Background: an optimization exercise with open tools, aiming at small area, a short achievable clock period and few clock cycles per item. Do not read the settings as production practice.
Only simulation tests tie the RTL to the original design; equivalence was not proved.

==> wip/nickel <==
Design die_temperature_average, start of the top module:
module die_temperature_average
#(
    parameter int MAX_WINDOW   = 32,
    parameter int READING_BITS = 12
) (
    input  wire logic                                  aclk,
    input  wire logic                                  aresetn,
    input  wire logic [((2*READING_BITS+7)/8)*8-1:0]   s_tdata,
    input  wire logic                                  s_tuser,
    input  wire logic                                  s_tvalid,
    output logic                                       s_tready,
    output logic [15:0]                                m_tdata,
    output logic                                       m_tuser,
    output logic                                       m_tvalid,
    input  wire logic                                  m_tready,
    input  wire logic                                  psel,
    input  wire logic                                  penable,
    input  wire logic                                  pwrite,
    input  wire logic [3:0]                            paddr,
    input  wire logic [31:0]                           pwdata,
    output logic [31:0]                                prdata,
    output logic                                       pready
);
clock: 6.0 ns
lec_check: 0
abc_area: 1
cap_margin: 20
core_margin: 2
core_utilization: 40
setup_slack_margin: 2.0
slew_margin: 20
tns_end_percent: 0
run.sh (not shown) runs the stock make flow with config.mk's settings and CLKGATE_MAP_FILE= SYNTH_SCRIPT=/design/flow/synth_recipe.tcl, a recipe that flattens the netlist after the stock synthesis.
==> wip/fjord (differences from wip/nickel) <==
--- a/flow/design.v
+++ b/flow/design.v
@@ -225,101 +225,101 @@
     assign adv      = !m_valid_reg || m_tready;
     assign en       = adv && !(walking && f_v);
     assign s_tready = en;
     logic          a_v;
     logic [RB-1:0] a_s;
     logic [RB-1:0] a_r;
+    logic [RB+1:0] a_r3;
     logic          a_err;
     always_ff @(posedge aclk) begin
         if (!aresetn)  a_v <= 1'b0;
         else if (en)   a_v <= s_tvalid;
     end
     always_ff @(posedge aclk) begin
         if (en) begin
             a_r   <= s_tdata[RB-1:0];
+            a_r3  <= {2'b00, s_tdata[RB-1:0]} + {1'b0, s_tdata[RB-1:0], 1'b0};
             a_s   <= s_tdata[2*RB-1:RB];
             a_err <= s_tuser || (s_tdata[RB-1:0] == '0);
         end
     end
     logic          b1_v;
     logic [25:0]   b1_pl;
     logic [25:0]   b1_ph;
     logic [RB-1:0] b1_r;
+    logic [RB+1:0] b1_r3;
     logic          b1_err;
     always_ff @(posedge aclk) begin
         if (!aresetn)  b1_v <= 1'b0;
         else if (en)   b1_v <= a_v;
     end
     always_ff @(posedge aclk) begin
         if (en) begin
             b1_pl  <= 26'(a_s[5:0]) * 26'(cal165_reg);
             b1_ph  <= 26'(a_s[11:6]) * 26'(cal165_reg);
             b1_r   <= a_r;
+            b1_r3  <= a_r3;
             b1_err <= a_err;
         end
     end
     logic [31:0]   b_p;
     logic [12:0]   b_s1;
     assign b_p  = 32'(b1_pl) + {b1_ph, 6'd0};
     assign b_s1 = {1'b0, b_p[16:5]} + {1'b0, b_p[4:0], 7'd0};
     logic          b2_v;
     logic [26:0]   b2_a0;
     logic          b2_c1;
     logic [11:0]   b2_r1;
     logic [RB-1:0] b2_r;
+    logic [RB+1:0] b2_r3;
     logic          b2_err;
     always_ff @(posedge aclk) begin
         if (!aresetn)  b2_v <= 1'b0;
         else if (en)   b2_v <= b1_v;
     end
     always_ff @(posedge aclk) begin
         if (en) begin
             b2_a0  <= b_p[31:5];
             b2_c1  <= b_s1[12];
             b2_r1  <= b_s1[11:0];
             b2_r   <= b1_r;
+            b2_r3  <= b1_r3;
             b2_err <= b1_err;
         end
     end
     logic [14:0] y_A1;
     logic [15:0] y_x2;
     logic [15:0] y_k2s;
     assign y_A1  = b2_a0[26:12];
     assign y_x2  = {1'b0, y_A1} + 16'(b2_c1) + {4'd0, b2_r1};
     assign y_k2s = y_x2 + {12'd0, y_x2[15:12]} + 16'd1;
-    logic [26:0] y_base;
-    assign y_base = b2_a0 + 27'(y_A1);
     logic          d1_v;
     logic [26:0]   d1_base;
-    logic [12:0]   d1_bhi1;        
     logic [3:0]    d1_k;
     logic [RB-1:0] d1_r;
+    logic [RB+1:0] d1_r3;
     logic          d1_err;
     always_ff @(posedge aclk) begin
         if (!aresetn)  d1_v <= 1'b0;
         else if (en)   d1_v <= b2_v;
     end
     always_ff @(posedge aclk) begin
         if (en) begin
-            d1_base <= y_base;
-            d1_bhi1 <= y_base[26:14] + 13'd1;
+            d1_base <= b2_a0 + 27'(y_A1);
             d1_k    <= 4'(b2_c1) + y_k2s[15:12];
             d1_r    <= b2_r;
+            d1_r3   <= b2_r3;
             d1_err  <= b2_err;
         end
     end
     logic [26:0]   d_y;
     logic          q_v;
     logic [15:0]   q_q;
     logic [RB-1:0] q_rem;
     logic [1:0]    q_p;
-    logic [RB+1:0] d_r3;
-    logic [14:0] d_ylo;
-    assign d_ylo = {1'b0, d1_base[13:0]} + 15'(d1_k);
-    assign d_y   = {(d_ylo[14] ? d1_bhi1 : d1_base[26:14]), d_ylo[13:0]};
-    assign d_r3 = {2'b00, d1_r} + {1'b0, d1_r, 1'b0};
+    assign d_y = d1_base + 27'(d1_k);
     dta_div #(
         .NR        (8),
         .DW        (RB),
         .PW        (2),
         .REG_AFTER (8'b0101_0101)
     ) u_cdiv (
@@ -327,13 +327,13 @@
         .aresetn (aresetn),
         .en      (en),
         .vin     (d1_v),
         .rem_in  ({1'b0, d_y[26:16]}),
         .lo_in   (d_y[15:0]),
         .d_in    (d1_r),
-        .d3_in   (d_r3),
+        .d3_in   (d1_r3),
         .p_in    ({d1_err, ({1'b0, d_y[26:16]} >= d1_r)}),
         .vout    (q_v),
         .rem_out (q_rem),
         .q_out   (q_q),
         .p_out   (q_p)
     );
@@ -494,39 +494,33 @@
                 h_fill3 <= 8'd3;
             end
         end
     end
     logic        h_neg;
     logic [19:0] h_mag;
-    logic [5:0]  h_t;
-    logic        h_q14;
-    logic [5:0]  h_rem;
     assign h_neg = h_sum[20];
     assign h_mag = h_neg ? ~h_sum[19:0] : h_sum[19:0];
-    assign h_t   = h_mag[19:14];
-    assign h_q14 = h_t >= h_fill;
-    assign h_rem = h_q14 ? h_t - h_fill : h_t;
     logic        mq_v;
-    logic [13:0] mq_q;
+    logic [15:0] mq_q;
     logic [5:0]  mq_rem;
-    logic [2:0]  mq_p;
+    logic [1:0]  mq_p;
     dta_div #(
-        .NR        (7),
+        .NR        (8),
         .DW        (6),
-        .PW        (3),
-        .REG_AFTER (7'b001_0101)
+        .PW        (2),
+        .REG_AFTER (8'b0010_1010)
     ) u_mdiv (
         .aclk    (aclk),
         .aresetn (aresetn),
         .en      (en),
         .vin     (h_v),
-        .rem_in  (h_rem),
-        .lo_in   (h_mag[13:0]),
+        .rem_in  ({2'b00, h_mag[19:16]}),
+        .lo_in   (h_mag[15:0]),
         .d_in    (h_fill),
         .d3_in   (h_fill3),
-        .p_in    ({h_err, h_neg, h_q14}),
+        .p_in    ({h_err, h_neg}),
         .vout    (mq_v),
         .rem_out (mq_rem),
         .q_out   (mq_q),
         .p_out   (mq_p)
     );
     logic [15:0] m_temp_reg;
@@ -534,14 +528,14 @@
     always_ff @(posedge aclk) begin
         if (!aresetn)  m_valid_reg <= 1'b0;
         else if (en)   m_valid_reg <= mq_v;
     end
     always_ff @(posedge aclk) begin
         if (en) begin
-            m_temp_reg <= mq_p[1] ? ~{1'b0, mq_p[0], mq_q} : {1'b0, mq_p[0], mq_q};
-            m_err_reg  <= mq_p[2];
+            m_temp_reg <= mq_p[0] ? ~mq_q : mq_q;
+            m_err_reg  <= mq_p[1];
         end
     end
     assign m_tvalid = m_valid_reg;
     assign m_tdata  = m_temp_reg;
     assign m_tuser  = m_err_reg;
 endmodule
- TNS_END_PERCENT: 0 -> unset
==> wip/harbor (differences from wip/nickel) <==
--- a/flow/design.v
+++ b/flow/design.v
@@ -164,12 +164,13 @@
 );
     localparam int RB = READING_BITS;
     logic          filter_on_reg;
     logic [5:0]    window_length_reg;
     logic [RB-1:0] ref_cal_reg;
     logic [19:0]   cal165_reg;     
+    logic [21:0]   cal495_reg;     
     logic [5:0]    win_reg;        
     logic [7:0]    win3_reg;       
     logic          dofilt_reg;     
     logic          cfg_write;
     logic [5:0]    wl_new;
     logic [5:0]    win_new;
@@ -205,12 +206,13 @@
                 default: ;
             endcase
         end
     end
     always_ff @(posedge aclk) begin
         cal165_reg <= 20'(ref_cal_reg) * 20'd165;
+        cal495_reg <= 22'(ref_cal_reg) * 22'd495;
     end
     always_comb begin
         case (paddr[3:2])
             REG_FILTER_ON:     prdata = {31'd0, filter_on_reg};
             REG_WINDOW_LENGTH: prdata = {26'd0, window_length_reg};
             REG_REFERENCE_CAL: prdata = 32'(ref_cal_reg);
@@ -223,102 +225,103 @@
     logic f_v;
     logic m_valid_reg;
     assign adv      = !m_valid_reg || m_tready;
     assign en       = adv && !(walking && f_v);
     assign s_tready = en;
     logic          a_v;
-    logic [RB-1:0] a_s;
+    logic [RB/2-1:0] a_s1;         
+    logic [RB/2-1:0] a_s2;         
+    logic [RB/2-1:0] a_s3;         
     logic [RB-1:0] a_r;
     logic          a_err;
     always_ff @(posedge aclk) begin
         if (!aresetn)  a_v <= 1'b0;
         else if (en)   a_v <= s_tvalid;
     end
     always_ff @(posedge aclk) begin
         if (en) begin
             a_r   <= s_tdata[RB-1:0];
-            a_s   <= s_tdata[2*RB-1:RB];
+            for (int i = 0; i < RB / 2; i++) begin
+                a_s1[i] <= (s_tdata[RB+2*i+1 -: 2] == 2'd1);
+                a_s2[i] <= (s_tdata[RB+2*i+1 -: 2] == 2'd2);
+                a_s3[i] <= (s_tdata[RB+2*i+1 -: 2] == 2'd3);
+            end
             a_err <= s_tuser || (s_tdata[RB-1:0] == '0);
         end
     end
+    logic [31:0] b_pc;
+    always_comb begin
+        logic [21:0] pp;
+        b_pc = 32'd0;
+        for (int i = 0; i < RB / 2; i++) begin
+            pp = ({22{a_s1[i]}} & {2'b00, cal165_reg})
+               | ({22{a_s2[i]}} & {1'b0, cal165_reg, 1'b0})
+               | ({22{a_s3[i]}} & cal495_reg);
+            b_pc = b_pc + (32'(pp) << (2 * i));
+        end
+    end
     logic          b1_v;
-    logic [25:0]   b1_pl;
-    logic [25:0]   b1_ph;
+    logic [31:0]   b1_p;
     logic [RB-1:0] b1_r;
     logic          b1_err;
     always_ff @(posedge aclk) begin
         if (!aresetn)  b1_v <= 1'b0;
         else if (en)   b1_v <= a_v;
     end
     always_ff @(posedge aclk) begin
         if (en) begin
-            b1_pl  <= 26'(a_s[5:0]) * 26'(cal165_reg);
-            b1_ph  <= 26'(a_s[11:6]) * 26'(cal165_reg);
+            b1_p   <= b_pc;
             b1_r   <= a_r;
             b1_err <= a_err;
         end
     end
     logic [31:0]   b_p;
-    logic [12:0]   b_s1;
-    assign b_p  = 32'(b1_pl) + {b1_ph, 6'd0};
-    assign b_s1 = {1'b0, b_p[16:5]} + {1'b0, b_p[4:0], 7'd0};
-    logic          b2_v;
-    logic [26:0]   b2_a0;
-    logic          b2_c1;
-    logic [11:0]   b2_r1;
-    logic [RB-1:0] b2_r;
-    logic          b2_err;
-    always_ff @(posedge aclk) begin
-        if (!aresetn)  b2_v <= 1'b0;
-        else if (en)   b2_v <= b1_v;
-    end
-    always_ff @(posedge aclk) begin
-        if (en) begin
-            b2_a0  <= b_p[31:5];
-            b2_c1  <= b_s1[12];
-            b2_r1  <= b_s1[11:0];
-            b2_r   <= b1_r;
-            b2_err <= b1_err;
+    logic [26:0]   b_base;
+    logic [15:0]   b_z;
+    assign b_p    = b1_p;
+    assign b_base = b_p[31:5] + 27'(b_p[31:17]);
+    assign b_z    = 16'(b_p[31:17]) + 16'(b_p[16:5]) + {4'd0, b_p[4:0], 7'd0};
+    logic [2:0] b_k;
+    always_comb begin
+        b_k = 3'd0;
+        for (int j = 1; j <= 7; j++) begin
+            if (b_z >= 16'(4095 * j)) b_k = 3'(j);
         end
     end
-    logic [14:0] y_A1;
-    logic [15:0] y_x2;
-    logic [15:0] y_k2s;
-    assign y_A1  = b2_a0[26:12];
-    assign y_x2  = {1'b0, y_A1} + 16'(b2_c1) + {4'd0, b2_r1};
-    assign y_k2s = y_x2 + {12'd0, y_x2[15:12]} + 16'd1;
-    logic [26:0] y_base;
-    assign y_base = b2_a0 + 27'(y_A1);
     logic          d1_v;
-    logic [26:0]   d1_base;
+    logic [26:0]   d1_base;        
     logic [12:0]   d1_bhi1;        
-    logic [3:0]    d1_k;
+    logic          d1_b1s;         
+    logic [2:0]    d1_k;
     logic [RB-1:0] d1_r;
     logic          d1_err;
     always_ff @(posedge aclk) begin
         if (!aresetn)  d1_v <= 1'b0;
-        else if (en)   d1_v <= b2_v;
+        else if (en)   d1_v <= b1_v;
     end
     always_ff @(posedge aclk) begin
         if (en) begin
-            d1_base <= y_base;
-            d1_bhi1 <= y_base[26:14] + 13'd1;
-            d1_k    <= 4'(b2_c1) + y_k2s[15:12];
-            d1_r    <= b2_r;
-            d1_err  <= b2_err;
+            d1_base <= b_base;
+            d1_bhi1 <= b_base[26:14] + 13'd1;
+            d1_b1s  <= &b_base[13:3];
+            d1_k    <= b_k;
+            d1_r    <= b1_r;
+            d1_err  <= b1_err;
         end
     end
     logic [26:0]   d_y;
     logic          q_v;
     logic [15:0]   q_q;
     logic [RB-1:0] q_rem;
     logic [1:0]    q_p;
     logic [RB+1:0] d_r3;
-    logic [14:0] d_ylo;
-    assign d_ylo = {1'b0, d1_base[13:0]} + 15'(d1_k);
-    assign d_y   = {(d_ylo[14] ? d1_bhi1 : d1_base[26:14]), d_ylo[13:0]};
+    logic [3:0]  d_klo;
+    logic        d_c14;
+    assign d_klo = {1'b0, d1_base[2:0]} + {1'b0, d1_k};
+    assign d_c14 = d1_b1s && d_klo[3];
+    assign d_y   = {(d_c14 ? d1_bhi1 : d1_base[26:14]), d1_base[13:0] + 14'(d1_k)};
     assign d_r3 = {2'b00, d1_r} + {1'b0, d1_r, 1'b0};
     dta_div #(
         .NR        (8),
         .DW        (RB),
         .PW        (2),
         .REG_AFTER (8'b0101_0101)
@@ -346,18 +349,22 @@
     assign f_q   = q_q;
     logic [15:0] f_smp;
     assign f_smp = (f_ovf || (f_q >= Q_SAT)) ? TEMP_SAT : (f_q - TEMP_OFFSET);
     logic [4:0]         ws_reg;       
     logic [4:0]         slot_reg;     
     logic [5:0]         fill_reg;     
+    logic [4:0]         slot_nx_reg;  
+    logic [5:0]         fill_nx_reg;  
+    logic               wfix;         
     logic [7:0]         fill3_reg;    
     logic [5:0]         hw_reg;       
     logic signed [20:0] sum_reg;      
     logic [3:0]         wk_reg;       
     logic [5:0]         wk_lim;       
-    logic [5:0]         lim_fw;
+    logic [5:0]         lim_fw;       
+    logic [5:0]         lim_new;      
     logic               wk_acc;       
     logic        g_v;
     logic        g_err;
     logic [15:0] g_smp;
     logic [15:0] g_es;
     logic [15:0] g_ef;
@@ -369,12 +376,15 @@
     logic [5:0]  fill_new;
     logic [7:0]  fill3_new;
     logic [5:0]  hw_new;
     logic [4:0]  nx_slot;
     logic [5:0]  nx_fill;
     logic [5:0]  nx_hw;
+    logic [5:0]  nx2_inc;
+    logic [4:0]  nx2_slot;
+    logic [5:0]  nx2_fill;
     logic [4:0]  ra_a;
     logic [4:0]  ra_b;
     logic [15:0] rd_a;
     logic [15:0] rd_b;
     logic [5:0]  wk_i0;
     logic [5:0]  wk_i1;
@@ -383,16 +393,20 @@
     assign slot_inc  = {1'b0, slot_reg} + 6'd1;
     assign ws_new    = (slot_inc == win_reg) ? 5'd0 : slot_inc[4:0];
     assign inc       = fill_reg < win_reg;
     assign fill_new  = inc ? fill_reg + 6'd1 : win_reg;
     assign fill3_new = inc ? fill3_reg + 8'd3 : win3_reg;
     assign hw_new    = ({1'b0, slot_reg} == hw_reg) ? hw_reg + 6'd1 : hw_reg;
-    assign nx_slot   = upd_g ? ws_new : slot_reg;
-    assign nx_fill   = upd_g ? fill_new : fill_reg;
+    assign nx_slot   = upd_g ? slot_nx_reg : slot_reg;
+    assign nx_fill   = upd_g ? fill_nx_reg : fill_reg;
     assign nx_hw     = upd_g ? hw_new : hw_reg;
+    assign nx2_inc   = {1'b0, slot_nx_reg} + 6'd1;
+    assign nx2_slot  = (nx2_inc == win_reg) ? 5'd0 : nx2_inc[4:0];
+    assign nx2_fill  = (fill_nx_reg < win_reg) ? fill_nx_reg + 6'd1 : win_reg;
     assign lim_fw    = (fill_reg < win_reg) ? fill_reg : win_reg;
+    assign lim_new   = (fill_reg < win_new) ? fill_reg : win_new;
     assign wk_lim    = (lim_fw < hw_reg) ? lim_fw : hw_reg;
     assign wk_i0     = {1'b0, wk_reg, 1'b0};
     assign wk_i1     = {1'b0, wk_reg, 1'b1};
     assign ra_a      = walking ? wk_i0[4:0] : nx_slot;
     assign ra_b      = walking ? wk_i1[4:0] : nx_fill[4:0];
     dta_ram #(
@@ -428,43 +442,55 @@
         end
     end
     logic signed [20:0] sum_new;
     assign sum_new = sum_reg + 21'($signed(g_smp)) + 21'($signed(g_ef)) - 21'($signed(g_es));
     always_ff @(posedge aclk) begin
         if (!aresetn) begin
-            ws_reg    <= '0;
-            slot_reg  <= '0;
-            fill_reg  <= '0;
+            ws_reg      <= '0;
+            slot_reg    <= '0;
+            fill_reg    <= '0;
+            slot_nx_reg <= 5'd1;
+            fill_nx_reg <= 6'd1;
+            wfix        <= 1'b0;
             fill3_reg <= '0;
             hw_reg    <= '0;
             sum_reg   <= '0;
             walking   <= 1'b0;
             wk_acc    <= 1'b0;
             wk_reg    <= '0;
         end else begin
             wk_acc <= walking;
+            wfix   <= cfg_write && (paddr[3:2] == REG_WINDOW_LENGTH);
+            if (wfix) begin
+                slot_nx_reg <= ws_new;
+                fill_nx_reg <= fill_new;
+            end
             if (cfg_write && (paddr[3:2] == REG_WINDOW_LENGTH)) begin
-                wk_acc  <= 1'b0;
-                walking <= 1'b1;
-                wk_reg  <= '0;
-                sum_reg <= '0;
+                wk_acc   <= 1'b0;
+                wk_reg   <= '0;
+                slot_reg <= ({1'b0, ws_reg} < win_new) ? ws_reg : 5'd0;
+                if ((lim_new != lim_fw) || walking || wk_acc) begin
+                    walking <= 1'b1;
+                    sum_reg <= '0;
+                end
             end else if (walking || wk_acc) begin
                 if (wk_acc) begin
                     sum_reg <= sum_reg + 21'($signed(g_es)) + 21'($signed(g_ef));
                 end
                 if (walking) begin
                     wk_reg   <= wk_reg + 4'd1;
-                    slot_reg <= ({1'b0, ws_reg} < win_reg) ? ws_reg : 5'd0;
                     if ((wk_i0 + 6'd2) >= wk_lim) begin
                         walking <= 1'b0;
                     end
                 end
             end else if (upd) begin
-                ws_reg    <= ws_new;
-                slot_reg  <= ws_new;
-                fill_reg  <= fill_new;
+                ws_reg      <= slot_nx_reg;
+                slot_reg    <= slot_nx_reg;
+                fill_reg    <= fill_nx_reg;
+                slot_nx_reg <= nx2_slot;
+                fill_nx_reg <= nx2_fill;
                 fill3_reg <= fill3_new;
                 hw_reg    <= hw_new;
                 sum_reg   <= sum_new;
             end
         end
     end
@@ -483,13 +509,13 @@
             if (g_err) begin
                 h_sum   <= 21'($signed(TEMP_ERROR));
                 h_fill  <= 6'd1;
                 h_fill3 <= 8'd3;
             end else if (dofilt_reg) begin
                 h_sum   <= sum_new;
-                h_fill  <= fill_new;
+                h_fill  <= fill_nx_reg;
                 h_fill3 <= fill3_new;
             end else begin
                 h_sum   <= 21'($signed(g_smp));
                 h_fill  <= 6'd1;
                 h_fill3 <= 8'd3;
             end
- CTS_CLUSTER_DIAMETER: unset -> 100
- CTS_CLUSTER_SIZE: unset -> 24
- PLACE_DENSITY: unset -> 0.8
==> impl_results.md <==
* Status: complete, no violations
* Worst path max stage delay at 0.46 ns
* Slew headroom at 23.0%
* Worst Setup SP: u_cdiv.g_row[2].g_reg.rem_r[3]
* Least-Margin Pin Slew at 1.15 ns
* Pre-antenna DRT Iters at 9
* Final Cell Area at 114000 sq um
* Placed cell area at 96100 sq um
* Synth cell types at 64
* Seq/total area at 33.4%
* TritonCTS Buffers at 150
* Cell family with most CP delay: buffers and inverters
* Critical Path Stages at 27
* Placed Cells at 13418
* Row Count at 175
* DRT iter0 DRCs at 7061
Source of the figures above: wip/fjord

==> impl_results.md <==
* Status: complete, no violations
* Worst path max stage delay at 0.63 ns
* Critical Path Stages at 18
* Cell family with most CP delay: simple AND/OR/NAND/NOR gates
* Worst Setup SP: slot_reg[0]
* DRT iter0 DRCs at 7445
* Row Count at 173
* Least-Margin Pin Slew at 1.00 ns
* Slew headroom at 33.0%
* Placed Cells at 13278
* TritonCTS Buffers at 150
Source of the figures above: wip/nickel

==> impl_results.md <==
* Status: complete, no violations
* Slew headroom at 18.3%
* Placed Cells at 13152
* DRT iter0 DRCs at 9671
* Seq/total area at 35.6%
* Final Cell Area at 99700 sq um
* Post-CTS setup buffer count at 178
* Cell family with most CP delay: compound AO/OA/AOI/OAI gates
* Placed cell area at 92600 sq um
* Row Count at 172
* Worst Setup SP: u_cdiv.g_row[4].g_reg.rem_r[5]
* Pre-antenna DRT Iters at 9
* Final setup fails at 0
Source of the figures above: wip/harbor

Testbench counts of wip/nickel, summed over its fixed seeds: cycles 1,830, items 1,280.
Testbench counts of wip/fjord, summed over its fixed seeds: cycles 1,830, items 1,280.
Testbench counts of wip/harbor, summed over its fixed seeds: cycles 1,792, items 1,280.

## afterwards: timing with drivers on the ports
No port has a modelled driver above. Below, the same layouts with a new extraction and two added sets of constraints.
Step 1 assumes that a clkbuf_16 drives the clock port and a buf_2 every other input.
Step 2, shift: input delay + t, output delay - t, t = (earliest + latest rising clock arrival at the registers) / 2. This alone moves slack from input paths to output paths.
Three values: no drivers, after step 1, after step 2; two values: the first two.
| run | t, ns | setup WS [ns] | latest minus earliest clock arrival (ns) |
|---|---|---|---|
| wip/nickel | 0.908 | 1.581 / 1.581 / 1.581 | 0.075 / 0.076 |
| wip/fjord | 0.894 | 1.560 / 1.560 / 1.384 | 0.090 / 0.090 |
| wip/harbor | 0.792 | 1.583 / 1.583 / 1.042 | 0.054 / 0.053 |
After both steps setup and hold are still met in every run listed. The setup slack of wip/harbor, which loses most, moves by 0.000 ns with the drivers and by -0.541 ns with both steps.
